Source: an optimization exercise on an open RTL-to-GDS flow (aim: small area, a short achievable clock period and few clock cycles). Production flows keep margins and buffers that such runs may drop.
Function was checked by simulation only, so behaviour that the tests miss may differ from the original.
Power and IR drop assume default switching activity.

==> flow/design.v <==
module inst_cache #(
  parameter int unsigned INC_BITS = 6
) (
  input  logic        clk,
  input  logic        rst,
  input  logic [15:0] instAddr,
  output logic        hit,
  output logic [15:0] instruction,
  output logic        memReq,
  output logic [15:0] memAddr,
  input  logic [15:0] memData,
  input  logic        memReady
);
  logic        act_q;       
  logic [15:0] memAddr_q;
  logic [15:0] same;        
  logic [3:0]  nibNe;       
  logic        notReady;    
  logic        loHit, hiSame;
  ic_xnor16 u_same (.a(memAddr_q), .b(instAddr), .y(same));
  ic_nand4  u_ne0  (.a(same[3:0]),   .y(nibNe[0]));
  ic_nand4  u_ne1  (.a(same[7:4]),   .y(nibNe[1]));
  ic_nand4  u_ne2  (.a(same[11:8]),  .y(nibNe[2]));
  ic_nand4  u_ne3  (.a(same[15:12]), .y(nibNe[3]));
  ic_nand2  u_nrdy (.a(act_q), .b(memReady), .y(notReady));
  ic_nor3   u_lo   (.a(nibNe[0]), .b(nibNe[1]), .c(notReady), .y(loHit));
  ic_nor2   u_hi   (.a(nibNe[2]), .b(nibNe[3]), .y(hiSame));
  ic_and2   u_hit  (.a(loHit), .b(hiSame), .y(hit));
  assign instruction = memData;
  assign memReq      = act_q;
  assign memAddr     = memAddr_q;
  always_ff @(posedge clk or posedge rst) begin
    if (rst) act_q <= 1'b0;
    else     act_q <= 1'b1;
  end
  always_ff @(posedge clk) begin
    memAddr_q <= {instAddr[15:INC_BITS], instAddr[INC_BITS-1:0] + INC_BITS'(hit)};
  end
endmodule
module ic_xnor16 (
  input  logic [15:0] a,
  input  logic [15:0] b,
  output logic [15:0] y
);
  assign y = ~(a ^ b);
endmodule
module ic_nand4 (
  input  logic [3:0] a,
  output logic       y
);
  assign y = ~&a;
endmodule
module ic_nand2 (
  input  logic a,
  input  logic b,
  output logic y
);
  assign y = ~(a & b);
endmodule
module ic_nor3 (
  input  logic a,
  input  logic b,
  input  logic c,
  output logic y
);
  assign y = ~(a | b | c);
endmodule
module ic_nor2 (
  input  logic a,
  input  logic b,
  output logic y
);
  assign y = ~(a | b);
endmodule
module ic_and2 (
  input  logic a,
  input  logic b,
  output logic y
);
  assign y = a & b;
endmodule
==> flow/flow/run.sh <==
#!/bin/bash
# Standard ORFS layout, with the port buffers inserted as the smallest plain
# buffer (sky130_fd_sc_hd__buf_1) so the resizer can size them like any other
# buffer.  make's full output goes to flow_make.log.
set -euo pipefail
bash standard.sh "BUFFER_PORTS_ARGS=-buffer_cell sky130_fd_sc_hd__buf_1" finish > flow_make.log 2>&1
==> flow/standard.sh <==
#!/bin/bash
# synth_recipe.tcl (not shown) runs the flow's synth.tcl, then flattens the netlist and writes it again
# the make line also repeats each setting of config.mk as NAME=value (left out here)
make -C /OpenROAD-flow-scripts/flow DESIGN_CONFIG=/design/flow/config.mk WORK_HOME=/design/flow/orfs CLKGATE_MAP_FILE= SYNTH_SCRIPT=/design/flow/synth_recipe.tcl "${@:-finish}"
==> flow/config.mk <==
export PLATFORM = sky130hd
export DESIGN_NAME = inst_cache
export DESIGN_NICKNAME = inst_cache
export VERILOG_FILES = /design/flow/design.v
export SDC_FILE = /design/flow/constraint.sdc
export NUM_CORES = 4
export LEC_CHECK = 0
export CAP_MARGIN = 20
export CORE_AREA = 3 3 87 87
export CTS_BUF_LIST = sky130_fd_sc_hd__clkbuf_4
export DIE_AREA = 0 0 90 90
export SETUP_SLACK_MARGIN = 3
export SLEW_MARGIN = 20
export SYNTH_HIERARCHICAL = 1
export SYNTH_MINIMUM_KEEP_SIZE = 0
==> flow/constraint.sdc <==
create_clock -name core_clock -period 5.5 [get_ports {clk}]
set_input_delay 1.1000 -clock core_clock [delete_from_list [all_inputs] [get_ports {clk}]]
set_output_delay 1.1000 -clock core_clock [all_outputs]
set_load 0.01 [all_outputs]
==> impl_results.md, run 1 <==
- Fin. Hold Viols: 0
- Register area share after synthesis: 46.15%
- Die W: ~90 µm
- Seq pwr share: 54.5%
- Fillcell total: between 700 and 800
- Clk network pwr share: 30.3%
- Clk sinks: 17
- Hold Path Class: in -> async
- Cell Count, Final, Fillers Out: approximately 190
- Power per cell area: around 240 nW/µm²
- Yosys reg bits: 17
- ANT nets after route: 0
- Gr ovfl total: 0
- Ys Warns: 7
- Fmax achieved: approximately 0.33 GHz
- Yosys cell types: 16
- Largest net degree at the start of global routing: 10
- Layout cells sized above 1: between 20% and 30%
- Slowest stage cell, crit path: nor3_2
- Post-Place Cell Area: 912.1 µm²
- Placed cell count: around 180
- LEAKAGE: 0.3845 nW
- Final period util: a little over half
- Die Area: roughly 8100 µm²
- DRT Pass-1 Iters: 1
- Crit path required time: approximately 4.4 ns
- Max VDD drop: 0.08603 mV
- Initial antenna violation count: 0
- CTS tree: done
- Crit. End Element: output pin
- Htree depth: 1
- CP delay by family, top: simple AND/OR/NAND/NOR gates
- Port Buffer Count: 36
- Clock Skews: 0.006702 ns
- Initial DRC Count: 0
- Footprint of the multi-input gates: about 330 µm²
- Dpl hpwl: between 1000 and 1500 µm
- Fin area: about 1000 µm²
- Mapped Avg Cell Area: ~11 µm²
- First-pass GRT wire length: approximately 2500 µm
- Deepest clock path buffer count: 2
- Max_cap viols: 0
- # setup viols final: 0
- Row count: 29
- Fin. max-slew vios: 0
- Worst-skew pair later-pin latency: 0.29 ns
- Logic pwr share: 15.3%
- WL final: around 1600 µm
- Arrival time worst endpoint: approximately 1.9 ns
- Max FO, Critical Path: 3
- Cell Area, Synth: 748.2 µm²
- Vias in the first global route: around 540
- Worst setup path class: in -> out
- Post-DR vias/cell: about 2.7
- DR WL/cell: between 8 and 9 µm
- Total CTS buffers: 3
- Cell Int Power: about 180 µW
- Antenna fix cells: 0
- Total GRT Usage: 3.914%
- Post-Syn Nets: approximately 110
- Die Y: ~90 µm
- Drc violations: 0
- Setup tns final: 0 ns
- Area Overhead vs Synth: 38.13%
- RSZ-0062 raised after global routing: true
- Startpoint Class: input port
- Initial Util: about 11%
- Status: no timing/DRC/antenna violations
- Syn Inst Count: 68
- Register area: 345.3 µm²
- Sw Ratio: between 20% and 30%
- DR vias: 509
- Core box area: approximately 6600 µm²
- Net Switching: between 60 and 70 µW
- Nets@finish: between 100 and 150
- Most frequent cells in the layout: buf_1, dfxtp_1, xnor2_1, xnor2_2, buf_6
- Most common cell after layout, fill and taps aside: buf_1
- CTS root buffer: clkbuf_4
- # IOs: between 60 and 70
- Worst path cell trace: buf_8 -> xnor2_2 -> nand4_1 -> nor3_2 -> and2_4 -> buf_6
- Worst path bufs/invs: 2
- Worst path max stage delay: around 0.17 ns
- Worst-path clk slew: 0.10 ns
- GPL Wtd Cong: 0.6754
- Period minus WS final: 3.003 ns
[metrics by stage]
step | utilization, % | setup WS (ns) | power [mW] | hold slack [ns]
global route | 15.65 | 2.409 | 0.2619 | 0.5876
CTS | 15.10 | 2.427 | 0.2526 | 0.5737
floorplan | - | 2.780 | 0.1671 | 0.8287
detailed placement | 13.81 | 2.245 | 0.1706 | 0.9105
finish | 15.65 | 2.497 | 0.2478 | 0.5947
global placement | 13.81 | 2.233 | 0.1702 | 0.9066
[metal layers]
layer | up-vias | part of all wire, % | GRT usage, %
met3 | 0 | 13 | 2.504
met1 | 228 | 36 | 3.994
li1 | 253 | - | -
met2 | 28 | 50 | 7.032
met5 | - | 0 | 0
met4 | 0 | 0 | 0.2551
[modules after synthesis (local to each module, per instance)]
module	cell area [µm²]	flip-flops and latches
ic_and2	6.256	0
ic_nand2	3.754	0
ic_nand4	6.256	0
ic_nor2	3.754	0
ic_nor3	10.01	0
ic_xnor16	140.1	0
inst_cache	559.3	17
[layout make-up]
class | instances | area share (%)
Tap cell | 93 | 11.26
Inverter | 1 | 0.3632
Clock buffer | 4 | 2.906
Multi-Input combinational cell | 34 | 32.32
Sequential cell | 17 | 33.41
Timing Repair Buffer | 38 | 19.73
[path summary, 6_finish.rpt]
path,slack (ns),endpoint,depth (start not counted),startpoint
worst max-delay path,2.50,hit,6,instAddr[2]
worst min-delay path,0.59,act_q$_DFF_PP0_,2,rst
worst max register to register,3.71,memAddr_q[4]$_DFF_P_,9,memAddr_q[0]$_DFF_P_
worst min register to register,1.00,memAddr_q[0]$_DFF_P_,5,act_q$_DFF_PP0_
max in group asynchronous,4.82,act_q$_DFF_PP0_,2,rst
min in group core_clock,0.91,memAddr_q[7]$_DFF_P_,1,instAddr[7]
[Yosys cell counts, drive strengths merged]
master | count | share of area (%)
dfxtp | 16 | 43
conb | 1 | 0.50
and2 | 1 | 0.84
nor3 | 1 | 1.3
inv | 1 | 0.50
nand4 | 4 | 3.3
and3 | 1 | 1.5
nand3 | 2 | 2.0
xnor2 | 18 | 21
ha | 2 | 3.3
nor2 | 1 | 0.50
xor2 | 2 | 2.3
buf | 16 | 16
nand2 | 1 | 0.50
dfrtp | 1 | 3.3
[flip-flops by register name, indices dropped and copies added, names as in the netlist]
signal	count
act_q	1
memAddr_q	16
[power by group through the flow]
stage	Combinational, mW	Clock (mW)	Sequential [mW]
after global routing	0.0413	0.0846	0.136
after CTS	0.0361	0.0812	0.135
final	0.0378	0.0750	0.135
after global placement	0.0326	0	0.138
after floorplan	0.0264	0	0.141
after detailed placement	0.0329	0	0.138
[timing repair]
item                                   4_1_cts  5_1_grt
gates resized for setup                     16       11
setup buffers                                1        1
endpoints found under the hold margin        0        0
setup endpoints to repair                    1        1
hold buffers                                 0        0
pin swaps                                    7        7
[worst register-to-register path: stages (launching register included)]
cell and delay, ns:
dfxtp_1 0.40, xnor2_2 0.12, nand4_1 0.12, nor3_2 0.17
and2_4 0.17, buf_4 0.09, ha_1 0.16, ha_1 0.19
nand3_1 0.13, xnor2_1 0.14
[logic make-up (layout without fill, tap and decap cells)]
group | Yosys count | in the layout | synth area share (%)
xor gates and xnor gates | 20 | 20 | 23.41
adders and majority gates | 2 | 2 | 3.344
buffers and inverters | 17 | 43 | 16.56
DFF | 17 | 17 | 46.15
other | 1 | 1 | 0.5012
and+or+nand+nor | 11 | 11 | 10.03
Testbench counts, summed over its fixed seeds: cycles 33,817.
==> run 2, diff against run 1 <==
--- a/flow/flow/run.sh
+++ b/flow/flow/run.sh
@@ -3,3 +3,4 @@
 # buffer (sky130_fd_sc_hd__buf_1) so the resizer can size them like any other
-# buffer.  make's full output goes to flow_make.log.
+# buffer.  make's full output goes to flow_make.log; ORFS's per-step logs stay
+# under orfs/logs.
 set -euo pipefail
--- a/flow/config.mk
+++ b/flow/config.mk
@@ -7,2 +7,3 @@
 export LEC_CHECK = 0
+export ABC_AREA = 1
 export CAP_MARGIN = 20
@@ -11,3 +12,2 @@
 export DIE_AREA = 0 0 90 90
-export SETUP_SLACK_MARGIN = 3
 export SLEW_MARGIN = 20
==> impl_results.md, run 2 <==
- DR vias: 831 (+63%)
- Depth of the most critical reg-to-reg path: 14 (+5)
- # IOs: 69 (unchanged)
- Nets@finish: 221 (+67%)
- Gates resized, CTS repair: 0 (-16)
- Fillcell total: 808 (+4.5%)
- Synth Area in XOR/XNOR: 2.655% (-21 points)
- Vias in the first global route: 788 (+47%)
- Worst setup path class: in -> out
- Main area contributors after synthesis: dfxtp_1, nand2_1, inv_1, buf_4, dfrtp_1
- Die W: 90 µm (unchanged)
- Period minus WS final: 3.179 ns (+0.1760 ns)
- Most frequent CP cell: nand2_1
- Max FO, Critical Path: 6 (+3)
- Fin. max-slew vios: 0 (unchanged)
- Ys Warns: 7 (unchanged)
- Syn Inst Count: 159 (+130%)
- Register area: 345.3 µm² (unchanged)
- Cell Area, Synth: 989.7 µm² (+32%)
- Cell Count, Final, Fillers Out: 276 (+48%)
- CTS root buffer: clkbuf_4
- Clk sinks: 17 (unchanged)
- Final setup margin: 2.321 ns (-0.1760 ns)
- Total CTS buffers: 3 (unchanged)
- Layout cells sized above 1: 3.825% (-23 points)
- Largest family of logic cells by synthesized area: buffers and inverters
- # setup viols final: 0 (unchanged)
- Yosys cell types: 14 (-2)
- EDFF count, synth: 0 (unchanged)
- ANT nets after route: 0 (unchanged)
- Post-synthesis compound-gate area fraction: 1.138% (+1.1 points)
- Status: no timing/DRC/antenna violations
- Fmax achieved: 0.3146 GHz (-5.5%)
- Core box area: 6604 µm² (unchanged)
- Post-synth top area share: 32.36% (-10 points)
- Critical R2R Launch: memAddr_q[4]$_DFF_P_
- First-pass GRT wire length: 3339 µm (+33%)
- Htree depth: 1 (unchanged)
- Footprint of the multi-input gates: 347.8 µm² (+4.1%)
- Antenna fix cells: 0 (unchanged)
- Arrival time worst endpoint: 2.08 ns (+0.18 ns)
- Mux cell area share after synthesis: 0% (unchanged)
- Post-DR vias/cell: 3.011 (+11%)
- Die Y: 90 µm (unchanged)
- Mapped Avg Cell Area: 6.225 µm² (-43%)
- Post-Place Cell Area: 1121 µm² (+23%)
- Largest net degree at the start of global routing: 11 (+1)
- Worst path cell trace: buf_1 -> nand2_1 -> nand2_1 -> nand2_1 -> inv_1 -> nand2_1 -> inv_1 -> nand2_1 -> nor2_2 -> nand2_1 -> inv_1 -> buf_1
- Most common cell after layout, fill and taps aside: nand2_1
- Setup tns final: 0 ns (unchanged)
- Row count: 29 (unchanged)
- Worst path bufs/invs: 5 (+3)
- Post-synth ARST share: 5.882% (unchanged)
- Crit path required time: 4.40 ns (about the same)
- Hold Path Class: in -> async
- Fin. Hold Viols: 0 (unchanged)
- Port Buffer Count: 36 (unchanged)
- Total Power: 242.3 µW (-2.2%)
- Dpl hpwl: 1707 µm (+24%)
- Total GRT Usage: 5.011% (+1.1 points)
- Core Util, Final: 17.39% (+1.7 points)
- Gr ovfl total: 0 (unchanged)
- Startpoint Class: input port
- Post-synth top cells: nand2_1, inv_1, buf_4, dfxtp_1
- DR WL/cell: 7.236 µm (-16%)
- Drc violations: 0 (unchanged)
- Worst slack, placed: 2.296 ns (+0.05115 ns)
- Initial antenna violation count: 0 (unchanged)
- Max_cap viols: 0 (unchanged)
- Flop2flop setup slack: 3.80 ns (+0.09 ns)
- Clock Skews: 0.003710 ns (-0.002992 ns)
- Worst path max stage delay: 0.23 ns (+0.06 ns)
- Die Area: 8100 µm² (unchanged)
- Most frequent cells in the layout: nand2_1, inv_1, buf_1, dfxtp_1, clkbuf_4
- Synth Area in Adders: 2.528% (-0.82 points)
- WL final: 1997 µm (+24%)
- CP delay by family, top: buffers and inverters
- Hold_buf cts: 0 (unchanged)
- Post-Syn Nets: 196 (+87%)
- Largest Register: memAddr_q
- Final period util: 57.80% (+3.2 points)
- Slowest stage cell, crit path: buf_1
- Crit. End Element: output pin
- Power per cell area: 211.0 nW/µm² (-12%)
- LEAKAGE: 0.7007 nW (+82%)
- GPL Wtd Cong: 0.6958 (+3.0%)
- Deepest clock path buffer count: 2 (unchanged)
- Max reg flops: 16 (unchanged)
- Worst-skew pair later-pin latency: 0.29 ns (about the same)
- Top-count cell post-synth: nand2_1
- Max VDD drop: 0.06534 mV (-24%)
- RSZ-0062 raised after global routing: false
- FF-to-FF End: memAddr_q[4]$_DFF_P_
- CTS tree: done
- DRT Pass-1 Iters: 4 (+3)
- Post-synthesis simple-gate area fraction: 28.45% (+18 points)
- Post-synth top area cell: dfxtp_1
- Synth Flop Type: dfxtp_1
- Initial DRC Count: 21 (+21)
- Initial Util: 14.99% (+3.7 points)
- Register area share after synthesis: 34.89% (-11 points)
- Largest regs: memAddr_q x16, act_q x1
- Worst-path clk slew: 0.11 ns (about the same)
- Placed cell count: 272 (+50%)
- Area Overhead vs Synth: 16.06%
- Fin area: 1149 µm² (+11%)
- Setup bufs post-CTS: 0 (-1)
- Yosys reg bits: 17 (unchanged)
- Hold_ws: 0.6021 ns (+0.007350 ns)
==> run 2: cell families after synthesis <==
| family | count (synthesis) |
|---|---|
| simple gates | 72 |
| buf+inv | 63 |
| flops | 17 |
| xor+xnor | 3 |
| fa+ha+maj | 2 |
| compound gates | 1 |
| other cells | 1 |
==> run 2: per-module statistics from Yosys (local to each module, per instance) <==
module | cells | times used
inst_cache | 51 | 1
ic_xnor16 | 80 | 1
ic_nand4 | 5 | 4
ic_nor3 | 4 | 1
ic_and2 | 2 | 1
ic_nand2 | 1 | 1
ic_nor2 | 1 | 1
==> run 2: cell type report <==
cell class,count,share of cell area [%]
Timing Repair Buffer,36,11.76
Clock buffer,3,1.961
Tap cell,93,10.13
Sequential cell,17,30.07
Clock inverter,1,0.4357
Multi-Input combinational cell,79,30.28
Inverter,47,15.36
==> run 2: layer usage <==
layer,GRT usage [%],share of wire [%],vias to the layer above
met1,5.348,43,342
met5,0,0,-
li1,-,-,468
met3,1.836,8.6,0
met4,2.296,0,0
met2,8.774,48,21
==> run 2: worst max path at each step <==
stage,depth (start not counted),slack [ns],to,start
CTS,12,2.29,hit,instAddr[1]
global placement,12,2.34,hit,instAddr[2]
detailed placement,12,2.30,hit,instAddr[2]
finish,12,2.32,hit,instAddr[2]
floorplan,11,2.77,hit,instAddr[2]
global route,12,2.11,hit,instAddr[1]
==> run 2: report_power, final <==
part	internal (mW)	total [mW]	switching, mW	leakage (nW)
Clock	0.0270	0.0709	0.0439	0.0177
Sequential	0.130	0.134	0.00447	0.147
Combinational	0.0141	0.0370	0.0229	0.536
Total	0.171	0.242	0.0712	0.701
==> run 2: worst reg2reg max path: stages (launching register included) <==
cell	delay, ns
dfxtp_1	0.38
nand2_1	0.06
nand2_1	0.07
nand2_1	0.05
inv_1	0.05
nand2_1	0.05
inv_1	0.05
nand2_1	0.05
nor2_2	0.07
nand2_1	0.05
inv_1	0.07
ha_1	0.21
ha_1	0.20
nand3_1	0.11
xnor2_1	0.14
==> run 3, diff against run 2 <==
--- a/flow/config.mk
+++ b/flow/config.mk
@@ -7,3 +7,2 @@
 export LEC_CHECK = 0
-export ABC_AREA = 1
 export CAP_MARGIN = 20
@@ -12,2 +11,3 @@
 export DIE_AREA = 0 0 90 90
+export SETUP_SLACK_MARGIN = 1.5
 export SLEW_MARGIN = 20
==> impl_results.md, run 3 <==
- Nets@finish: 130 (-41%)
- Dpl hpwl: 1276 µm (-25%)
- Hold Path Class: in -> async
- Post-synth top area cell: dfxtp_1
- Antenna fix cells: 0 (unchanged)
- Initial Util: 11.33% (-3.7 points)
- DR WL/cell: 8.000 µm (+11%)
- Clk sinks: 17 (unchanged)
- Synth Flop Type: dfxtp_1
- Worst-path clk slew: 0.10 ns (about the same)
- Fin. Hold Viols: 0 (unchanged)
- FF-to-FF End: memAddr_q[4]$_DFF_P_
- Max FO, Critical Path: 3 (-3)
- Die W: 90 µm (unchanged)
- ANT nets after route: 0 (unchanged)
- Register area share after synthesis: 46.15% (+11 points)
- DRT Pass-1 Iters: 2 (-2)
- Max reg flops: 16 (unchanged)
- Yosys reg bits: 17 (unchanged)
- Core Util, Final: 13.77% (-3.6 points)
- Ys Warns: 7 (unchanged)
- Worst-skew pair later-pin latency: 0.29 ns (about the same)
- Worst path max stage delay: 0.21 ns (-0.02 ns)
- Fmax achieved: 0.3066 GHz (-2.5%)
- Arrival time worst endpoint: 2.16 ns (+0.08 ns)
- DR vias: 474 (-43%)
- Clock Skews: 0.002069 ns (-0.001641 ns)
- Worst path cell trace: buf_1 -> xnor2_1 -> nand4_1 -> nor3_2 -> and2_1 -> buf_1
- Yosys cell types: 16 (+2)
- Vias in the first global route: 543 (-31%)
- Crit path required time: 4.40 ns (about the same)
- Most frequent cells in the layout: buf_1, xnor2_1, dfxtp_1, nand4_1, clkbuf_4
- WL final: 1480 µm (-26%)
- Initial DRC Count: 2 (-90%)
- Largest regs: memAddr_q x16, act_q x1
- Post-synth top area share: 42.81% (+10 points)
- Setup tns final: 0 ns (unchanged)
- Gates resized, CTS repair: 0 (unchanged)
- Gr ovfl total: 0 (unchanged)
- Worst path bufs/invs: 2 (-3)
- Layout cells sized above 1: 7.609% (+3.8 points)
- Row count: 29 (unchanged)
- Post-synth ARST share: 5.882% (unchanged)
- Max VDD drop: 0.08400 mV (+29%)
- Largest Register: memAddr_q
- Total CTS buffers: 3 (unchanged)
- Cell Area, Synth: 748.2 µm² (-24%)
- Fin. max-slew vios: 0 (unchanged)
- Mapped Avg Cell Area: 11.00 µm² (+77%)
- First-pass GRT wire length: 2401 µm (-28%)
- Hold_buf cts: 0 (unchanged)
- CTS root buffer: clkbuf_4
- Top-count cell post-synth: xnor2_1
- GPL Wtd Cong: 0.7355 (+5.7%)
- Drc violations: 0 (unchanged)
- # setup viols final: 0 (unchanged)
- Period minus WS final: 3.262 ns (+0.08302 ns)
- Setup bufs post-CTS: 0 (unchanged)
- Largest net degree at the start of global routing: 10 (-1)
- Total GRT Usage: 3.824% (-1.2 points)
- Initial antenna violation count: 0 (unchanged)
- Die Y: 90 µm (unchanged)
- Post-Syn Nets: 105 (-46%)
- # IOs: 69 (unchanged)
- Fillcell total: 773 (-4.3%)
- CTS tree: done
- Post-DR vias/cell: 2.562 (-15%)
- EDFF count, synth: 0 (unchanged)
- LEAKAGE: 0.2963 nW (-58%)
- Power per cell area: 261.3 nW/µm² (+24%)
- Worst setup path class: in -> out
- Htree depth: 1 (unchanged)
- Area Overhead vs Synth: 21.57%
- Startpoint Class: input port
- Final period util: 59.31% (+1.5 points)
- Port Buffer Count: 36 (unchanged)
- Critical R2R Launch: memAddr_q[6]$_DFF_P_
- Max_cap viols: 0 (unchanged)
- Flop2flop setup slack: 3.78 ns (-0.02 ns)
- Status: no timing/DRC/antenna violations
- Post-synth top cells: xnor2_1, buf_4, dfxtp_1
- Most common cell after layout, fill and taps aside: buf_1
- Depth of the most critical reg-to-reg path: 8 (-6)
- Core box area: 6604 µm² (unchanged)
- Slowest stage cell, crit path: buf_1
- Total Power: 237.7 µW (-1.9%)
- Crit. End Element: output pin
- Most frequent CP cell: buf_1
- CP delay by family, top: simple AND/OR/NAND/NOR gates
- Die Area: 8100 µm² (unchanged)
- Main area contributors after synthesis: dfxtp_1, xnor2_1, buf_4, dfrtp_1, ha_1
- RSZ-0062 raised after global routing: false
- Syn Inst Count: 68 (-57%)
- Deepest clock path buffer count: 2 (unchanged)
-- run 3: cell count changes after synthesis, moves of 4 or more --
cell	delta
nand4_1	+4
inv_1	-46
nand2_1	-65
xnor2_1	+16
-- run 3: worst max path at each step --
stage,from,end,cells after the start
3_5_place_dp,instAddr[4],hit,6
5_1_grt,instAddr[4],hit,6
6_report,instAddr[4],hit,6
3_3_place_gp,instAddr[4],hit,6
2_1_floorplan,instAddr[6],hit,4
4_1_cts,instAddr[4],hit,6
-- run 3: per-stage QoR --
| step | hold slack (ns) | cell area (µm²) | std cells | setup WS, ns |
|---|---|---|---|---|
| floorplan | 0.8287 | 748.2 | 68 | 2.707 |
| global placement | 0.8334 | 879.6 | 181 | 2.177 |
| detailed placement | 0.8670 | 879.6 | 181 | 2.186 |
| CTS | 0.5813 | 909.6 | 185 | 2.174 |
| global route | 0.5654 | 909.6 | 185 | 2.093 |
| finish | 0.5961 | 909.6 | 185 | 2.238 |
-- run 3: logic make-up after synthesis --
kind of cell	Yosys count	share of synthesized area (%)
buf+inv	17	16.56
simple gates	11	10.03
xor+xnor	20	23.41
flops	17	46.15
fa+ha+maj	2	3.344
other cells	1	0.5012
-- run 3: worst reg2reg max path, cell delays in order, from the launching register on --
cell and delay (ns):
dfxtp_1 0.33, xnor2_1 0.15, nand4_1 0.16, nor3_2 0.19
and2_1 0.17, ha_1 0.18, ha_1 0.18, nand3_1 0.11
xnor2_1 0.14
-- run 3: per-module statistics from Yosys, one instance, submodules excluded --
module | cell area, µm² | flops+latches | cells inside
ic_and2 | 6.256 | 0 | 1
ic_nor2 | 3.754 | 0 | 1
ic_nand4 | 6.256 | 0 | 1
inst_cache | 559.3 | 17 | 44
ic_nand2 | 3.754 | 0 | 1
ic_xnor16 | 140.1 | 0 | 16
ic_nor3 | 10.01 | 0 | 1
-- run 3: layout make-up --
type	count	area, µm²	share of cell area (%)
clock buffers	4	30.03	3.301
inverters	1	3.754	0.4127
multi-input cells	34	279.0	30.67
flip-flops and latches	17	345.3	37.96
well taps	93	116.4	12.79
repair buffers	36	135.1	14.86
-- run 3: metal layers --
layer | vias to the layer above | track usage [%] | wire length [µm]
met5 | - | 0 | 0
met4 | 0 | 1.020 | 8
met3 | 2 | 2.838 | 200
met2 | 30 | 6.409 | 700
met1 | 192 | 3.734 | 571
li1 | 250 | - | -
-- run 3: report_power, final --
part | total [mW] | switching [mW] | internal [mW]
Clock | 0.0736 | 0.0405 | 0.0331
Sequential | 0.134 | 0.00420 | 0.130
Combinational | 0.0299 | 0.0154 | 0.0145
==> run 4, diff against run 3 <==
--- a/flow/config.mk
+++ b/flow/config.mk
@@ -11,3 +11,3 @@
 export DIE_AREA = 0 0 90 90
-export SETUP_SLACK_MARGIN = 1.5
+export SETUP_SLACK_MARGIN = 1.0
 export SLEW_MARGIN = 20
==> impl_results.md, run 4 <==
- Startpoint Class: input port
- Initial DRC Count: 2 (unchanged)
- Mapped Avg Cell Area: 11.00 µm² (unchanged)
- DRT Pass-1 Iters: 2 (unchanged)
- Synth Flop Type: dfxtp_1
- Total CTS buffers: 3 (unchanged)
- Worst setup path class: in -> out
- Core box area: 6604 µm² (unchanged)
- Deepest clock path buffer count: 2 (unchanged)
- DR vias: 474 (unchanged)
- Layout cells sized above 1: 7.609% (unchanged)
- LEAKAGE: 0.2963 nW (unchanged)
- Final setup margin: 2.238 ns (unchanged)
- # IOs: 69 (unchanged)
- RSZ-0062 raised after global routing: false
- WL final: 1480 µm (unchanged)
- Setup tns final: 0 ns (unchanged)
- Max reg flops: 16 (unchanged)
- Worst-path clk slew: 0.10 ns (about the same)
- Core Util, Final: 13.77% (unchanged)
- Total GRT Usage: 3.824% (unchanged)
- Port Buffer Count: 36 (unchanged)
- Gates resized, CTS repair: 0 (unchanged)
- Hold_buf cts: 0 (unchanged)
- Nets@finish: 130 (unchanged)
- Cell Int Power: 177.5 µW (unchanged)
- Gr ovfl total: 0 (unchanged)
- Initial antenna violation count: 0 (unchanged)
- Post-DR vias/cell: 2.562 (unchanged)
- Worst slack, placed: 2.186 ns (unchanged)
- Yosys cell types: 16 (unchanged)
- Drc violations: 0 (unchanged)
- Htree depth: 1 (unchanged)
- Hold Path Class: in -> async
- Row count: 29 (unchanged)
- Largest net degree at the start of global routing: 10 (unchanged)
- Die Y: 90 µm (unchanged)
- Max VDD drop: 0.08400 mV (unchanged)
- Power per cell area: 261.3 nW/µm² (unchanged)
- Crit. path cell count: 6 (unchanged)
- Worst-skew pair later-pin latency: 0.29 ns (about the same)
- Main area contributors after synthesis: dfxtp_1, xnor2_1, buf_4, dfrtp_1, ha_1
- Largest regs: memAddr_q x16, act_q x1
- Final period util: 59.31% (unchanged)
- DR WL/cell: 8.000 µm (unchanged)
- Clock Skews: 0.002069 ns (unchanged)
- Die W: 90 µm (unchanged)
- Fin. Hold Viols: 0 (unchanged)
- CTS tree: done
- GPL Wtd Cong: 0.7355 (unchanged)
- Depth of the most critical reg-to-reg path: 8 (unchanged)
- EDFF count, synth: 0 (unchanged)
- Flop2flop setup slack: 3.78 ns (about the same)
- Status: no timing/DRC/antenna violations
- Slowest stage cell, crit path: buf_1
- Clk network pwr share: 31.0% (about the same)
- Largest Register: memAddr_q
- Max FO, Critical Path: 3 (unchanged)
- Most frequent cells in the layout: buf_1, xnor2_1, dfxtp_1, nand4_1, clkbuf_4
- Syn Inst Count: 68 (unchanged)
- Top-count cell post-synth: xnor2_1
- Fmax achieved: 0.3066 GHz (unchanged)
- Most frequent CP cell: buf_1
- Fin. max-slew vios: 0 (unchanged)
- Most common cell after layout, fill and taps aside: buf_1
- Worst path bufs/invs: 2 (unchanged)
- Arrival time worst endpoint: 2.16 ns (about the same)
- Fillcell total: 773 (unchanged)
- Area Overhead vs Synth: 21.57% (unchanged)
- Logic pwr share: 12.6% (about the same)
- Clk sinks: 17 (unchanged)
- ANT nets after route: 0 (unchanged)
- Max_cap viols: 0 (unchanged)
- First-pass GRT wire length: 2401 µm (unchanged)
- Post-Place Cell Area: 879.6 µm² (unchanged)
- Crit. End Element: output pin
- Fin area: 909.6 µm² (unchanged)
- Net Switching: 60.17 µW (unchanged)
- Cell Area, Synth: 748.2 µm² (unchanged)
- Period minus WS final: 3.262 ns (unchanged)
- Dpl hpwl: 1276 µm (unchanged)
- # setup viols final: 0 (unchanged)
- Worst path max stage delay: 0.21 ns (about the same)
- Initial Util: 11.33% (unchanged)
- CTS root buffer: clkbuf_4
- Total Power: 237.7 µW (unchanged)
- Post-synth ARST share: 5.882% (unchanged)
- Setup bufs post-CTS: 0 (unchanged)
- Crit path required time: 4.40 ns (about the same)
- Register area share after synthesis: 46.15% (unchanged)
- Seq pwr share: 56.4% (about the same)
- Post-synth top cells: xnor2_1, buf_4, dfxtp_1
- Antenna fix cells: 0 (unchanged)
- Post-synth top area share: 42.81% (unchanged)
- CP delay by family, top: simple AND/OR/NAND/NOR gates
- Yosys reg bits: 17 (unchanged)
- Ys Warns: 7 (unchanged)
- Vias in the first global route: 543 (unchanged)
- Die Area: 8100 µm² (unchanged)
- Post-synth top area cell: dfxtp_1
- Post-Syn Nets: 105 (unchanged)
- Worst path cell trace: buf_1 -> xnor2_1 -> nand4_1 -> nor3_2 -> and2_1 -> buf_1
- Sw Ratio: 25.32% (unchanged)
run 4: cell counts in the layout (fill, tap and decap cells not counted):
Identical to the previous run, type by type.
run 4: path summary, 6_finish.rpt:
| path | startpoint | to |
|---|---|---|
| max | instAddr[4] | hit |
| min | rst | act_q$_DFF_PP0_ |
| max reg2reg | memAddr_q[6]$_DFF_P_ | memAddr_q[4]$_DFF_P_ |
| min reg2reg | act_q$_DFF_PP0_ | memAddr_q[0]$_DFF_P_ |
| max in group asynchronous | rst | act_q$_DFF_PP0_ |
| min in group core_clock | act_q$_DFF_PP0_ | memAddr_q[0]$_DFF_P_ |
run 4: cell type report:
cell class                      count  area (µm²)  share of cell area, %
Sequential cell                    17       345.3                  37.96
Multi-Input combinational cell     34       279.0                  30.67
Clock buffer                        4       30.03                  3.301
Timing Repair Buffer               36       135.1                  14.86
Tap cell                           93       116.4                  12.79
Inverter                            1       3.754                 0.4127
run 4: worst register-to-register path: stages, from the launching register on:
cell and delay (ns):
dfxtp_1 0.33, xnor2_1 0.15, nand4_1 0.16, nor3_2 0.19, and2_1 0.17, ha_1 0.18
ha_1 0.18, nand3_1 0.11, xnor2_1 0.14
run 4: cells by family (layout without fill, tap and decap cells):
group                    after synthesis  count (layout)  share of synthesized area, %
XOR/XNOR                              20              20                         23.41
adder cells (fa/ha/maj)                2               2                         3.344
buffers and inverters                 17              41                         16.56
flip-flops                            17              17                         46.15
other                                  1               1                        0.5012
AND/OR/NAND/NOR                       11              11                         10.03
run 4: modules after synthesis (local to each module, per instance):
module,cells,area [µm²],times used,flip-flops and latches
ic_nand2,1,3.754,1,0
ic_xnor16,16,140.1,1,0
ic_nor2,1,3.754,1,0
ic_nor3,1,10.01,1,0
inst_cache,44,559.3,1,17
ic_and2,1,6.256,1,0
ic_nand4,1,6.256,4,0
run 4: stage by stage:
step	hold WS [ns]	cells
final	0.5961	185
after global placement	0.8334	181
after detailed placement	0.8670	181
after global routing	0.5654	185
after floorplan	0.8287	68
after CTS	0.5813	185
run 4: power by group through the flow:
stage                     combinational (mW)  sequential [mW]  clock (mW)
after global placement                0.0303            0.137           0
after CTS                             0.0309            0.134      0.0792
after global routing                  0.0334            0.135      0.0852
after detailed placement              0.0307            0.137           0
final                                 0.0299            0.134      0.0736
after floorplan                       0.0246            0.140           0
run 4: metal layers:
metal / track usage, % / share of wire [%]
met1: 3.734 / 39
met2: 6.409 / 47
met3: 2.838 / 14
met4: 1.020 / 0.54
met5: 0 / 0
==> run 5, diff against run 4 <==
--- a/flow/config.mk
+++ b/flow/config.mk
@@ -11,3 +11,3 @@
 export DIE_AREA = 0 0 90 90
-export SETUP_SLACK_MARGIN = 1.0
+export SETUP_SLACK_MARGIN = 2.0
 export SLEW_MARGIN = 20
==> impl_results.md, run 5 <==
- Cell Int Power: 177.5 µW (unchanged)
- Placed cell count: 181 (unchanged)
- Critical R2R Launch: memAddr_q[6]$_DFF_P_
- Synth Flop Type: dfxtp_1
- Seq pwr share: 56.4% (about the same)
- Post-synth top area cell: dfxtp_1
- Initial antenna violation count: 0 (unchanged)
- Deepest clock path buffer count: 2 (unchanged)
- Largest family of logic cells by synthesized area: XOR/XNOR gates
- Status: no timing/DRC/antenna violations
- Post-DR vias/cell: 2.562 (unchanged)
- Setup tns final: 0 ns (unchanged)
- # setup viols final: 0 (unchanged)
- Main area contributors after synthesis: dfxtp_1, xnor2_1, buf_4, dfrtp_1, ha_1
- Setup bufs post-CTS: 0 (unchanged)
- Initial Util: 11.33% (unchanged)
- Worst path cell trace: buf_1 -> xnor2_1 -> nand4_1 -> nor3_2 -> and2_1 -> buf_1
- Clk sinks: 17 (unchanged)
- DR WL/cell: 8.000 µm (unchanged)
- Cell Count, Final, Fillers Out: 185 (unchanged)
- Depth of the most critical reg-to-reg path: 8 (unchanged)
- Worst-path clk slew: 0.10 ns (about the same)
- Die Area: 8100 µm² (unchanged)
- Largest regs: memAddr_q x16, act_q x1
- Most common cell after layout, fill and taps aside: buf_1
- Synth Area in Adders: 3.344% (unchanged)
- DR vias: 474 (unchanged)
- Met2 routed WL: 700 µm (unchanged)
- Antenna fix cells: 0 (unchanged)
- Row count: 29 (unchanged)
- Total CTS buffers: 3 (unchanged)
- Total GRT Usage: 3.824% (unchanged)
- Synth Area in XOR/XNOR: 23.41% (unchanged)
- Syn Inst Count: 68 (unchanged)
- WL final: 1480 µm (unchanged)
- Fin. max-slew vios: 0 (unchanged)
- Flop2flop setup slack: 3.78 ns (about the same)
- Yosys cell types: 16 (unchanged)
- GPL Wtd Cong: 0.7355 (unchanged)
- Period minus WS final: 3.262 ns (unchanged)
- Hold_buf cts: 0 (unchanged)
- DR top layer: met4
- Wl on met1: 571 µm (unchanged)
- Clk network pwr share: 31.0% (about the same)
- Max_cap viols: 0 (unchanged)
- Register area share after synthesis: 46.15% (unchanged)
- Mapped Avg Cell Area: 11.00 µm² (unchanged)
- Die W: 90 µm (unchanged)
- Most frequent cells in the layout: buf_1, xnor2_1, dfxtp_1, nand4_1, clkbuf_4
- Top-count cell post-synth: xnor2_1
- Worst setup path class: in -> out
- Drc violations: 0 (unchanged)
- First-pass GRT wire length: 2401 µm (unchanged)
- Vias in the first global route: 543 (unchanged)
- Mux cell area share after synthesis: 0% (unchanged)
- Max reg flops: 16 (unchanged)
- Max VDD drop: 0.08400 mV (unchanged)
- Arrival time worst endpoint: 2.16 ns (about the same)
- Area Overhead vs Synth: 21.57% (unchanged)
- Crit path required time: 4.40 ns (about the same)
- Post-synth top cells: xnor2_1, buf_4, dfxtp_1
- Final period util: 59.31% (unchanged)
- Post-Syn Nets: 105 (unchanged)
- Sw Ratio: 25.32% (unchanged)
- Startpoint Class: input port
- CTS tree: done
- Net Switching: 60.17 µW (unchanged)
- Met3 Wirelength: 200 µm (unchanged)
- Largest Register: memAddr_q
- Gates resized, CTS repair: 0 (unchanged)
- Clock Skews: 0.002069 ns (unchanged)
- EDFF count, synth: 0 (unchanged)
- CTS root buffer: clkbuf_4
- Layout cells sized above 1: 7.609% (unchanged)
- Post-synthesis compound-gate area fraction: 0% (unchanged)
- Initial DRC Count: 2 (unchanged)
- Hold_ws: 0.5961 ns (unchanged)
- # IOs: 69 (unchanged)
- Dpl hpwl: 1276 µm (unchanged)
- Post-synth top area share: 42.81% (unchanged)
- Most frequent CP cell: buf_1
- Nets@finish: 130 (unchanged)
- Ys Warns: 7 (unchanged)
- Power per cell area: 261.3 nW/µm² (unchanged)
- Worst-skew pair later-pin latency: 0.29 ns (about the same)
- Slowest stage cell, crit path: buf_1
- Die Y: 90 µm (unchanged)
- Fmax achieved: 0.3066 GHz (unchanged)
- Core box area: 6604 µm² (unchanged)
- Logic pwr share: 12.6% (about the same)
- Fin. Hold Viols: 0 (unchanged)
- Port Buffer Count: 36 (unchanged)
- Htree depth: 1 (unchanged)
- Largest net degree at the start of global routing: 10 (unchanged)
- FF-to-FF End: memAddr_q[4]$_DFF_P_
- ANT nets after route: 0 (unchanged)
- Worst path max stage delay: 0.21 ns (about the same)
- Core Util, Final: 13.77% (unchanged)
- RSZ-0062 raised after global routing: false
- Hold Path Class: in -> async
- Cell Area, Synth: 748.2 µm² (unchanged)
- Max FO, Critical Path: 3 (unchanged)
- Crit. End Element: output pin
- Gr ovfl total: 0 (unchanged)
- Post-synthesis simple-gate area fraction: 10.03% (unchanged)
- Post-synth ARST share: 5.882% (unchanged)
- LEAKAGE: 0.2963 nW (unchanged)
- DRT Pass-1 Iters: 2 (unchanged)
- Yosys reg bits: 17 (unchanged)
run 5: cell counts in the layout (fill, tap and decap cells not counted):
No cell type changed its count.
run 5: area by class of cell:
class / instances / area, µm²
Fill cell: 773 / 5694
Sequential cell: 17 / 345.3
Multi-Input combinational cell: 34 / 279.0
Timing Repair Buffer: 36 / 135.1
Tap cell: 93 / 116.4
Clock buffer: 4 / 30.03
Inverter: 1 / 3.754
run 5: stage by stage:
step	cell area (µm²)	worst slack [ns]	power, mW
final	909.6	2.238	0.2377
after global routing	909.6	2.093	0.2538
after CTS	909.6	2.174	0.2443
after detailed placement	879.6	2.186	0.1676
after global placement	879.6	2.177	0.1673
after floorplan	748.2	2.707	0.1647
run 5: worst max path at each step:
stage | startpoint | endpoint | cells after the start | slack (ns)
2_1_floorplan | instAddr[6] | hit | 4 | 2.71
3_3_place_gp | instAddr[4] | hit | 6 | 2.18
3_5_place_dp | instAddr[4] | hit | 6 | 2.19
4_1_cts | instAddr[4] | hit | 6 | 2.17
5_1_grt | instAddr[4] | hit | 6 | 2.09
6_report | instAddr[4] | hit | 6 | 2.24
run 5: power by group through the flow:
stage	clock network (mW)	logic [mW]	registers, mW
after floorplan	0	0.0246	0.140
after global placement	0	0.0303	0.137
after detailed placement	0	0.0307	0.137
after CTS	0.0792	0.0309	0.134
after global routing	0.0852	0.0334	0.135
final	0.0736	0.0299	0.134
run 5: cell families after synthesis:
family,count (synthesis)
buf+inv,17
fa+ha+maj,2
simple gates,11
flops,17
xor+xnor,20
other cells,1
run 5: per-module statistics from Yosys, one instance, submodules excluded:
module,area [µm²],cells,flops+latches
ic_xnor16,140.1,16,0
ic_nor3,10.01,1,0
ic_and2,6.256,1,0
ic_nor2,3.754,1,0
ic_nand4,6.256,1,0
inst_cache,559.3,44,17
ic_nand2,3.754,1,0
run 5: metal layers:
layer  up-vias  GRT usage, %
met4         0         1.020
li1        250             -
met2        30         6.409
met1       192         3.734
met5         -             0
met3         2         2.838
run 5: critical path: cells and delay by family:
kind	cells	cell delay, ns
simple gates	3	0.51
buf+inv	2	0.40
xor+xnor	1	0.15
==> run 6, diff against run 5 <==
--- a/flow/config.mk
+++ b/flow/config.mk
@@ -11,3 +11,3 @@
 export DIE_AREA = 0 0 90 90
-export SETUP_SLACK_MARGIN = 2.0
+export SETUP_SLACK_MARGIN = 2.5
 export SLEW_MARGIN = 20
==> impl_results.md, run 6 <==
- Worst-path clk slew: 0.10 ns (about the same)
- Deepest clock path buffer count: 2 (unchanged)
- RSZ-0062 raised after global routing: true
- Clk sinks: 17 (unchanged)
- Fillcell total: 766 (-0.91%)
- Critical R2R Launch: memAddr_q[2]$_DFF_P_
- Worst-skew pair later-pin latency: 0.29 ns (about the same)
- Port Buffer Count: 36 (unchanged)
- Post-synth ARST share: 5.882% (unchanged)
- First-pass GRT wire length: 2780 µm (+16%)
- Cell Area, Synth: 748.2 µm² (unchanged)
- Status: no timing/DRC/antenna violations
- Die Area: 8100 µm² (unchanged)
- Area Overhead vs Synth: 41.81%
- Antenna fix cells: 0 (unchanged)
- Dpl hpwl: 1276 µm (unchanged)
- Power per cell area: 231.2 nW/µm² (-12%)
- Gr ovfl total: 0 (unchanged)
- Initial DRC Count: 4 (+2)
- Yosys cell types: 16 (unchanged)
- Fin. Hold Viols: 0 (unchanged)
- Post-Syn Nets: 105 (unchanged)
- Max_cap viols: 0 (unchanged)
- Slowest stage cell, crit path: nor3_2
- Max FO, Critical Path: 2 (-1)
- Top-count cell post-synth: xnor2_1
- Hold Path Class: in -> async
- Mapped Avg Cell Area: 11.00 µm² (unchanged)
- Fin. max-slew vios: 0 (unchanged)
- Worst path max stage delay: 0.19 ns (-0.02 ns)
- Max reg flops: 16 (unchanged)
- DR vias: 526 (+11%)
- Die Y: 90 µm (unchanged)
- Largest regs: memAddr_q x16, act_q x1
- Crit path required time: 4.40 ns (about the same)
- Core box area: 6604 µm² (unchanged)
- Period minus WS final: 3.093 ns (-0.1691 ns)
- ANT nets after route: 0 (unchanged)
- Worst slack, placed: 2.186 ns (unchanged)
- Vias in the first global route: 611 (+13%)
- Worst path cell trace: buf_8 -> xnor2_2 -> nand4_1 -> nor3_2 -> and2_1 -> buf_2
- Synth Flop Type: dfxtp_1
- Register area: 345.3 µm² (unchanged)
- Final setup margin: 2.407 ns (+0.1691 ns)
- Row count: 29 (unchanged)
- Crit. End Element: output pin
- Syn Inst Count: 68 (unchanged)
- Final period util: 56.23% (-3.1 points)
- Setup tns final: 0 ns (unchanged)
- Depth of the most critical reg-to-reg path: 15 (+7)
- Register area share after synthesis: 46.15% (unchanged)
- Largest Register: memAddr_q
- Most common cell after layout, fill and taps aside: buf_1
- Nets@finish: 138 (+6.2%)
- Clock Skews: 0.0009146 ns (-0.001155 ns)
- Fin area: 1061 µm² (+17%)
- Core Util, Final: 16.07% (+2.3 points)
- Total GRT Usage: 4.366% (+0.54 points)
- Die W: 90 µm (unchanged)
- Htree depth: 1 (unchanged)
- EDFF count, synth: 0 (unchanged)
- Largest net degree at the start of global routing: 10 (unchanged)
- # setup viols final: 0 (unchanged)
- Total CTS buffers: 3 (unchanged)
- Flop2flop setup slack: 3.12 ns (-0.66 ns)
- Initial Util: 11.33% (unchanged)
- Fmax achieved: 0.3233 GHz (+5.5%)
- Post-DR vias/cell: 2.725 (+6.4%)
- FF-to-FF End: memAddr_q[5]$_DFF_P_
- Yosys reg bits: 17 (unchanged)
- Worst setup path class: in -> out
- Main area contributors after synthesis: dfxtp_1, xnor2_1, buf_4, dfrtp_1, ha_1
- Post-synth top area cell: dfxtp_1
- WL final: 1679 µm (+13%)
- Post-synth top cells: xnor2_1, buf_4, dfxtp_1
- Ys Warns: 7 (unchanged)
- Post-synth top area share: 42.81% (unchanged)
- Startpoint Class: input port
- Most frequent cells in the layout: buf_1, dfxtp_1, xnor2_1, buf_4, xnor2_2
- Max VDD drop: 0.08319 mV (-0.96%)
- Initial antenna violation count: 0 (unchanged)
- Layout cells sized above 1: 31.00% (+23 points)
- CTS tree: done
- # IOs: 69 (unchanged)
- GPL Wtd Cong: 0.7355 (unchanged)
- DR WL/cell: 8.699 µm (+8.7%)
- Arrival time worst endpoint: 1.99 ns (-0.17 ns)
- DRT Pass-1 Iters: 2 (unchanged)
- LEAKAGE: 0.4033 nW (+36%)
- Post-Place Cell Area: 879.6 µm² (unchanged)
- Drc violations: 0 (unchanged)
- Footprint of the multi-input gates: 329.1 µm² (+18%)
- CTS root buffer: clkbuf_4
-- run 6: worst max path at each step --
stage	from	end	cells after the start
2_1_floorplan	instAddr[6]	hit	4
3_3_place_gp	instAddr[4]	hit	6
3_5_place_dp	instAddr[4]	hit	6
4_1_cts	instAddr[2]	hit	6
5_1_grt	instAddr[5]	hit	6
6_report	instAddr[2]	hit	6
-- run 6: timing repair --
action / 4_1_cts / 5_1_grt
gates resized for setup: 22 / 2
endpoints found under the setup margin: 1 / 3
setup buffers: 8 / 0
pin swaps: 11 / 1
hold buffers: 0 / 0
-- run 6: layer usage --
layer / vias up / GRT usage (%) / routed length, µm
met1: 219 / 4.038 / 586
li1: 265 / - / -
met2: 36 / 7.405 / 808
met5: - / 0 / 0
met3: 6 / 2.838 / 217
met4: 0 / 2.168 / 66
-- run 6: worst max-delay path: cells and delay by family --
kind / cells / cell delay (ns)
XOR/XNOR: 1 / 0.12
buffers and inverters: 2 / 0.24
AND/OR/NAND/NOR: 3 / 0.52
-- run 6: metrics by stage --
stage / instances / hold WS [ns] / total power, mW
2_1_floorplan: 68 / 0.8287 / 0.1647
5_1_grt: 193 / 0.5654 / 0.2620
4_1_cts: 193 / 0.5813 / 0.2521
3_5_place_dp: 181 / 0.8670 / 0.1676
3_3_place_gp: 181 / 0.8334 / 0.1673
6_report: 193 / 0.5974 / 0.2453
-- run 6: kinds of logic after synthesis --
| logic type | synth area share [%] |
|---|---|
| fa+ha+maj | 3.344 |
| other cells | 0.5012 |
| xor+xnor | 23.41 |
| flops | 46.15 |
| simple gates | 10.03 |
| buf+inv | 16.56 |
-- run 6: Yosys stat by module, one instance, submodules excluded --
module | area [µm²] | cells inside | flip-flops and latches | copies in the design
ic_nand2 | 3.754 | 1 | 0 | 1
ic_xnor16 | 140.1 | 16 | 0 | 1
inst_cache | 559.3 | 44 | 17 | 1
ic_nor3 | 10.01 | 1 | 0 | 1
ic_nand4 | 6.256 | 1 | 0 | 4
ic_and2 | 6.256 | 1 | 0 | 1
ic_nor2 | 3.754 | 1 | 0 | 1
-- run 6: final cells by class --
class,instances,share of cell area [%]
Sequential cell,17,32.55
Multi-Input combinational cell,34,31.01
Timing Repair Buffer,44,22.29
Clock buffer,4,2.830
Inverter,1,0.3538
Tap cell,93,10.97
-- run 6: report_power, final --
part / switching (mW) / leakage, nW / internal [mW]
logic: 0.0165 / 0.238 / 0.0207
registers: 0.00504 / 0.147 / 0.130
clock network: 0.0401 / 0.0184 / 0.0331
==> run 7, diff against run 6 <==
--- a/flow/config.mk
+++ b/flow/config.mk
@@ -11,3 +11,3 @@
 export DIE_AREA = 0 0 90 90
-export SETUP_SLACK_MARGIN = 2.5
+export SETUP_SLACK_MARGIN = 2.3
 export SLEW_MARGIN = 20
==> impl_results.md, run 7 <==
- Nets@finish: 130 (-5.8%)
- Largest family of logic cells by synthesized area: XOR/XNOR gates
- Startpoint Class: input port
- EDFF count, synth: 0 (unchanged)
- Hold_buf cts: 0 (unchanged)
- Post-synthesis compound-gate area fraction: 0% (unchanged)
- Fin. max-slew vios: 0 (unchanged)
- Slowest stage cell, crit path: nor3_2
- GPL Wtd Cong: 0.7355 (unchanged)
- ANT nets after route: 0 (unchanged)
- Status: no timing/DRC/antenna violations
- Crit path required time: 4.40 ns (about the same)
- Drc violations: 0 (unchanged)
- Register area share after synthesis: 46.15% (unchanged)
- Worst path cell trace: buf_2 -> xnor2_2 -> nand4_1 -> nor3_2 -> and2_4 -> buf_2
- Most frequent CP cell: buf_2
- Worst path max stage delay: 0.19 ns (about the same)
- Most common cell after layout, fill and taps aside: buf_1
- Antenna fix cells: 0 (unchanged)
- Fmax achieved: 0.3206 GHz (-0.84%)
- Arrival time worst endpoint: 2.02 ns (+0.03 ns)
- Synth Flop Type: dfxtp_1
- M3 GR Usage: 2.838% (unchanged)
- Clock Skews: 0.001686 ns (+0.0007716 ns)
- CP delay by family, top: simple AND/OR/NAND/NOR gates
- Dpl hpwl: 1276 µm (unchanged)
- Setup tns final: 0 ns (unchanged)
- Max VDD drop: 0.08401 mV (+0.99%)
- DRT Pass-1 Iters: 2 (unchanged)
- Top-count cell post-synth: xnor2_1
- Synth Area in Adders: 3.344% (unchanged)
- Post-Syn Nets: 105 (unchanged)
- Fin. Hold Viols: 0 (unchanged)
- First-pass GRT wire length: 2401 µm (-14%)
- Post-synth ARST share: 5.882% (unchanged)
- Yosys reg bits: 17 (unchanged)
- Synth Area in XOR/XNOR: 23.41% (unchanged)
- Port Buffer Count: 36 (unchanged)
- Crit. End Element: output pin
- Period minus WS final: 3.119 ns (+0.02634 ns)
- Power per cell area: 257.8 nW/µm² (+12%)
- Worst-skew pair later-pin latency: 0.29 ns (about the same)
- Mux cell area share after synthesis: 0% (unchanged)
- CTS tree: done
- Post-DR vias/cell: 2.557 (-6.2%)
- Post-synthesis simple-gate area fraction: 10.03% (unchanged)
- Final setup margin: 2.381 ns (-0.02634 ns)
- Largest net degree at the start of global routing: 10 (unchanged)
- Layout cells sized above 1: 16.30% (-15 points)
- Core Util, Final: 14.04% (-2.0 points)
- Worst path bufs/invs: 2 (unchanged)
- Worst setup path class: in -> out
- CTS root buffer: clkbuf_4
- Max reg flops: 16 (unchanged)
- Syn Inst Count: 68 (unchanged)
- Total Power: 239.0 µW (-2.6%)
- Total CTS buffers: 3 (unchanged)
- Mapped Avg Cell Area: 11.00 µm² (unchanged)
- Initial antenna violation count: 0 (unchanged)
- Hold Path Class: in -> async
- Max FO, Critical Path: 4 (+2)
- Worst-path clk slew: 0.10 ns (about the same)
- GRT met2 Usage: 6.409% (-1.0 points)
- Worst slack, placed: 2.186 ns (unchanged)
- Vias in the first global route: 543 (-11%)
- Final period util: 56.71% (+0.48 points)
- LEAKAGE: 0.3220 nW (-20%)
- Initial Util: 11.33% (unchanged)
- Die Y: 90 µm (unchanged)
- Post-synth top cells: xnor2_1, buf_4, dfxtp_1
- # setup viols final: 0 (unchanged)
- Gr ovfl total: 0 (unchanged)
- Max_cap viols: 0 (unchanged)
- WL final: 1485 µm (-12%)
- Deepest clock path buffer count: 2 (unchanged)
- Clk sinks: 17 (unchanged)
- Htree depth: 1 (unchanged)
- RSZ-0062 raised after global routing: false
- Largest Register: memAddr_q
- Total GRT Usage: 3.824% (-0.54 points)
- DR WL/cell: 8.027 µm (-7.7%)
- Yosys cell types: 16 (unchanged)
- GRT Max-Usage Layer: met2
- Core box area: 6604 µm² (unchanged)
- Die Area: 8100 µm² (unchanged)
- Largest regs: memAddr_q x16, act_q x1
- Initial DRC Count: 1 (-3)
- Post-synth top area share: 42.81% (unchanged)
- Most frequent cells in the layout: buf_1, xnor2_1, dfxtp_1
- Die W: 90 µm (unchanged)
- Area Overhead vs Synth: 23.91%
- # IOs: 69 (unchanged)
- Main area contributors after synthesis: dfxtp_1, xnor2_1, buf_4, dfrtp_1, ha_1
- Post-synth top area cell: dfxtp_1
- Row count: 29 (unchanged)
- GR Layer Usage met1: 3.734% (-0.30 points)
- Cell Area, Synth: 748.2 µm² (unchanged)
- Ys Warns: 7 (unchanged)
- DR vias: 473 (-10%)
-- run 7: cell types whose count changed in the layout (fill, tap and decap cells not counted), sizes merged --
| cell | previous run | this run |
|---|---|---|
| buf | 44 | 34 |
| clkbuf | 4 | 6 |
-- run 7: worst paths after layout --
path	startpoint	to	slack [ns]	cells past startpoint
min reg2reg	act_q$_DFF_PP0_	memAddr_q[0]$_DFF_P_	0.92	4
max reg2reg	memAddr_q[2]$_DFF_P_	memAddr_q[4]$_DFF_P_	3.80	8
min in group core_clock	act_q$_DFF_PP0_	memAddr_q[0]$_DFF_P_	0.92	4
max	instAddr[2]	hit	2.38	6
max in group asynchronous	rst	act_q$_DFF_PP0_	4.82	2
min	rst	act_q$_DFF_PP0_	0.60	2
-- run 7: power by group --
part	internal [mW]	switching, mW
Combinational	0.0155	0.0156
Sequential	0.130	0.00431
Clock	0.0331	0.0406
Total	0.178	0.0606
-- run 7: stage by stage --
| step | area, µm² | std cells | hold WS (ns) |
|---|---|---|---|
| finish | 927.1 | 185 | 0.5961 |
| global route | 927.1 | 185 | 0.5654 |
| CTS | 914.6 | 185 | 0.5813 |
| detailed placement | 879.6 | 181 | 0.8670 |
| global placement | 879.6 | 181 | 0.8334 |
| floorplan | 748.2 | 68 | 0.8287 |
-- run 7: area by class of cell --
cell class                 count  area [µm²]
multi-input combinational     34       289.0
timing repair buffer          36       142.6
fill                         770        5677
clock buffer                   4       30.03
sequential                    17       345.3
inverter                       1       3.754
tap                           93       116.4
-- run 7: per-module statistics from Yosys (local to each module, per instance) --
module	flip-flops and latches	area [µm²]	cells
ic_nor2	0	3.754	1
ic_and2	0	6.256	1
ic_nor3	0	10.01	1
ic_xnor16	0	140.1	16
inst_cache	17	559.3	44
ic_nand4	0	6.256	1
ic_nand2	0	3.754	1
-- run 7: routing by layer --
layer	vias to the layer above	share of wire, %
met1	191	39
met3	2	13
met2	30	47
li1	250	-
met4	0	0.54
met5	-	0
-- run 7: cells by family (layout without fill, tap and decap cells) --
kind of cell | Yosys count | in the layout
xor gates and xnor gates | 20 | 20
adders and majority gates | 2 | 2
buffers and inverters | 17 | 41
DFF | 17 | 17
other | 1 | 1
and+or+nand+nor | 11 | 11
-- run 7: timing repair --
action | CTS | global route
setup buffers | 0 | 0
pin swaps | 0 | 3
endpoints found under the setup margin | 1 | 1
gates resized for setup | 4 | 4
endpoints found under the hold margin | 0 | 0
-- run 7: worst reg2reg max path: cells and delay by family, from the launching register on --
| family | cells | cell delay, ns |
|---|---|---|
| adders and majority gates | 2 | 0.34 |
| and+or+nand+nor | 4 | 0.61 |
| xor gates and xnor gates | 2 | 0.25 |
| DFF | 1 | 0.39 |
==> run 8, diff against run 7 <==
--- a/flow/config.mk
+++ b/flow/config.mk
@@ -11,3 +11,3 @@
 export DIE_AREA = 0 0 90 90
-export SETUP_SLACK_MARGIN = 2.3
+export SETUP_SLACK_MARGIN = 2.35
 export SLEW_MARGIN = 20
==> impl_results.md, run 8 <==
- Layout cells sized above 1: 17.20% (+0.90 points)
- Initial Util: 11.33% (unchanged)
- Area Overhead vs Synth: 26.09%
- Total CTS buffers: 3 (unchanged)
- Largest Register: memAddr_q
- Initial antenna violation count: 0 (unchanged)
- Worst setup path class: in -> out
- # IOs: 69 (unchanged)
- Largest regs: memAddr_q x16, act_q x1
- Main area contributors after synthesis: dfxtp_1, xnor2_1, buf_4, dfrtp_1, ha_1
- Register area share after synthesis: 46.15% (unchanged)
- DR WL/cell: 7.973 µm (-0.67%)
- Antenna fix cells: 0 (unchanged)
- CTS tree: done
- Worst-path clk slew: 0.10 ns (about the same)
- Most frequent cells in the layout: buf_1, xnor2_1, dfxtp_1, clkbuf_4, nand4_1
- Die Area: 8100 µm² (unchanged)
- Deepest clock path buffer count: 2 (unchanged)
- Clk sinks: 17 (unchanged)
- DRT Pass-1 Iters: 2 (unchanged)
- Max VDD drop: 0.08259 mV (-1.7%)
- Gr ovfl total: 0 (unchanged)
- Largest net degree at the start of global routing: 10 (unchanged)
- Die Y: 90 µm (unchanged)
- Port Buffer Count: 36 (unchanged)
- Period minus WS final: 3.073 ns (-0.04652 ns)
- Crit. End Element: output pin
- Post-synth ARST share: 5.882% (unchanged)
- Initial DRC Count: 3 (+2)
- Htree depth: 1 (unchanged)
- Max_cap viols: 0 (unchanged)
- Power per cell area: 252.9 nW/µm² (-1.9%)
- Startpoint Class: input port
- Vias in the first global route: 543 (unchanged)
- Fmax achieved: 0.3255 GHz (+1.5%)
- Final period util: 55.86% (-0.85 points)
- Top-count cell post-synth: xnor2_1
- Setup tns final: 0 ns (unchanged)
- CTS root buffer: clkbuf_4
- Worst-skew pair later-pin latency: 0.29 ns (about the same)
- DR vias: 484 (+2.3%)
- Dpl hpwl: 1276 µm (unchanged)
- Fin. max-slew vios: 0 (unchanged)
- Ys Warns: 7 (unchanged)
- Drc violations: 0 (unchanged)
- Crit path required time: 4.40 ns (about the same)
- Die W: 90 µm (unchanged)
- Synth Flop Type: dfxtp_1
- Mapped Avg Cell Area: 11.00 µm² (unchanged)
- EDFF count, synth: 0 (unchanged)
- Nets@finish: 131 (+0.77%)
- Yosys cell types: 16 (unchanged)
- Worst slack, placed: 2.186 ns (unchanged)
- Post-Syn Nets: 105 (unchanged)
- Syn Inst Count: 68 (unchanged)
- Status: no timing/DRC/antenna violations
- Post-synth top cells: xnor2_1, buf_4, dfxtp_1
- Most common cell after layout, fill and taps aside: buf_1
- Clock Skews: 0.0007706 ns (-0.0009156 ns)
- LEAKAGE: 0.3287 nW (+2.1%)
- Max FO, Critical Path: 2 (-2)
- Hold Path Class: in -> async
- RSZ-0062 raised after global routing: false
- Row count: 29 (unchanged)
- Post-synth top area cell: dfxtp_1
- First-pass GRT wire length: 2394 µm (-0.29%)
- Cell Area, Synth: 748.2 µm² (unchanged)
- Arrival time worst endpoint: 1.97 ns (-0.05 ns)
- ANT nets after route: 0 (unchanged)
- Core box area: 6604 µm² (unchanged)
- Post-DR vias/cell: 2.602 (+1.8%)
- GPL Wtd Cong: 0.7355 (unchanged)
- Post-synth top area share: 42.81% (unchanged)
- Fin. Hold Viols: 0 (unchanged)
- Flop2flop setup slack: 3.71 ns (-0.09 ns)
- Max reg flops: 16 (unchanged)
- Final setup margin: 2.427 ns (+0.04652 ns)
- WL final: 1483 µm (-0.13%)
- Yosys reg bits: 17 (unchanged)
- Total GRT Usage: 3.807% (-0.017 points)
- # setup viols final: 0 (unchanged)
## run 8: cell counts after synthesis
Identical to the previous run, type by type.
## run 8: worst max-delay path, cell delays in order
cell and delay [ns]:
buf_1 0.09, xnor2_1 0.17, nand4_1 0.15, nor3_2 0.19, and2_4 0.17, buf_6 0.10
## run 8: modules after synthesis (local to each module, per instance)
module	flip-flops and latches	times used	cells	cell area [µm²]
ic_xnor16	0	1	16	140.1
ic_nor3	0	1	1	10.01
ic_and2	0	1	1	6.256
inst_cache	17	1	44	559.3
ic_nand4	0	4	1	6.256
ic_nor2	0	1	1	3.754
ic_nand2	0	1	1	3.754
## run 8: logic make-up (layout without fill, tap and decap cells)
group	count (synthesis)	count (layout)	synth area share [%]
XOR/XNOR	20	20	23.41
adder cells (fa/ha/maj)	2	2	3.344
buffers and inverters	17	42	16.56
flip-flops	17	17	46.15
other	1	1	0.5012
AND/OR/NAND/NOR	11	11	10.03
## run 8: layout make-up
type	count	area (µm²)
Clock buffer	4	30.03
Timing Repair Buffer	37	158.9
Tap cell	93	116.4
Multi-Input combinational cell	34	289.0
Fill cell	770	5660
Inverter	1	3.754
Sequential cell	17	345.3
## run 8: through the flow
stage,power [mW],std cells,util (%),hold WS [ns],instance area [µm²]
after detailed placement,0.1676,181,13.32,0.8670,879.6
after floorplan,0.1647,68,-,0.8287,748.2
after global placement,0.1673,181,13.32,0.8334,879.6
final,0.2386,186,14.29,0.5977,943.4
after CTS,0.2447,186,13.96,0.5813,922.1
after global routing,0.2551,186,14.29,0.5654,943.4
## run 8: path summary, 6_finish.rpt
check                                startpoint               endpoint  cells after the start
max                                 instAddr[6]                    hit                      6
min                                         rst        act_q$_DFF_PP0_                      2
max reg2reg                memAddr_q[4]$_DFF_P_   memAddr_q[4]$_DFF_P_                      9
min reg2reg                     act_q$_DFF_PP0_   memAddr_q[0]$_DFF_P_                      5
max in group asynchronous                   rst        act_q$_DFF_PP0_                      2
min in group core_clock            instAddr[13]  memAddr_q[13]$_DFF_P_                      1
## run 8: power breakdown
group | internal (mW) | switching [mW]
clock | 0.0331 | 0.0402
sequential | 0.130 | 0.00434
combinational | 0.0156 | 0.0155
total | 0.179 | 0.0600
## run 8: per-layer routing
| layer | share of wire [%] | up-vias | global-route usage (%) |
|---|---|---|---|
| li1 | - | 252 | - |
| met1 | 37 | 198 | 3.683 |
| met2 | 48 | 32 | 6.409 |
| met3 | 14 | 2 | 2.838 |
| met4 | 0.54 | 0 | 1.020 |
| met5 | 0 | - | 0 |
## run 8: repair_timing
action                     4_1_cts  5_1_grt
hold buffers                     0        0
pin swaps                        4        7
buffers inserted                 1        0
setup endpoints to repair        1        1
resized for setup                4        6

[static timing again, ports no longer ideal]
No port has a modelled driver above. Below, the same layouts with a new extraction and two added sets of constraints.
Step 1 sets driving cells, clkbuf_16 on the clock port and buf_2 on the other inputs (assumed; they add their load-dependent delay and slew).
Step 2 times the ports against the registers' clock, not the clock port: input delays grow and output delays shrink by t, the midpoint of the rising clock arrivals with the driver on.
Three values: ideal ports, drivers, drivers and shift; two values: the first two.
run | shift t [ns] | setup WS [ns] | hold WS [ns] | worst slew at a driven data input, ns
run 1 | 0.308 | 2.497 / 2.450 / 2.450 | 0.595 / 0.596 / 0.904 | 0.07
run 2 | 0.311 | 2.321 / 2.289 / 2.289 | 0.602 / 0.618 / 0.782 | 0.06
run 3 | 0.307 | 2.238 / 2.213 / 2.213 | 0.596 / 0.595 / 0.858 | 0.07
run 4 | 0.307 | 2.238 / 2.213 / 2.213 | 0.596 / 0.595 / 0.858 | 0.07
run 5 | 0.307 | 2.238 / 2.213 / 2.213 | 0.596 / 0.595 / 0.858 | 0.07
run 6 | 0.307 | 2.407 / 2.367 / 2.288 | 0.597 / 0.596 / 0.903 | 0.07
run 7 | 0.307 | 2.381 / 2.359 / 2.359 | 0.596 / 0.595 / 0.902 | 0.07
run 8 | 0.306 | 2.427 / 2.407 / 2.407 | 0.598 / 0.597 / 0.903 | 0.07
After both steps every run listed still meets setup and hold. For run 6, which loses most, drivers alone change the setup slack by -0.040 ns; drivers and shift together by -0.119 ns.
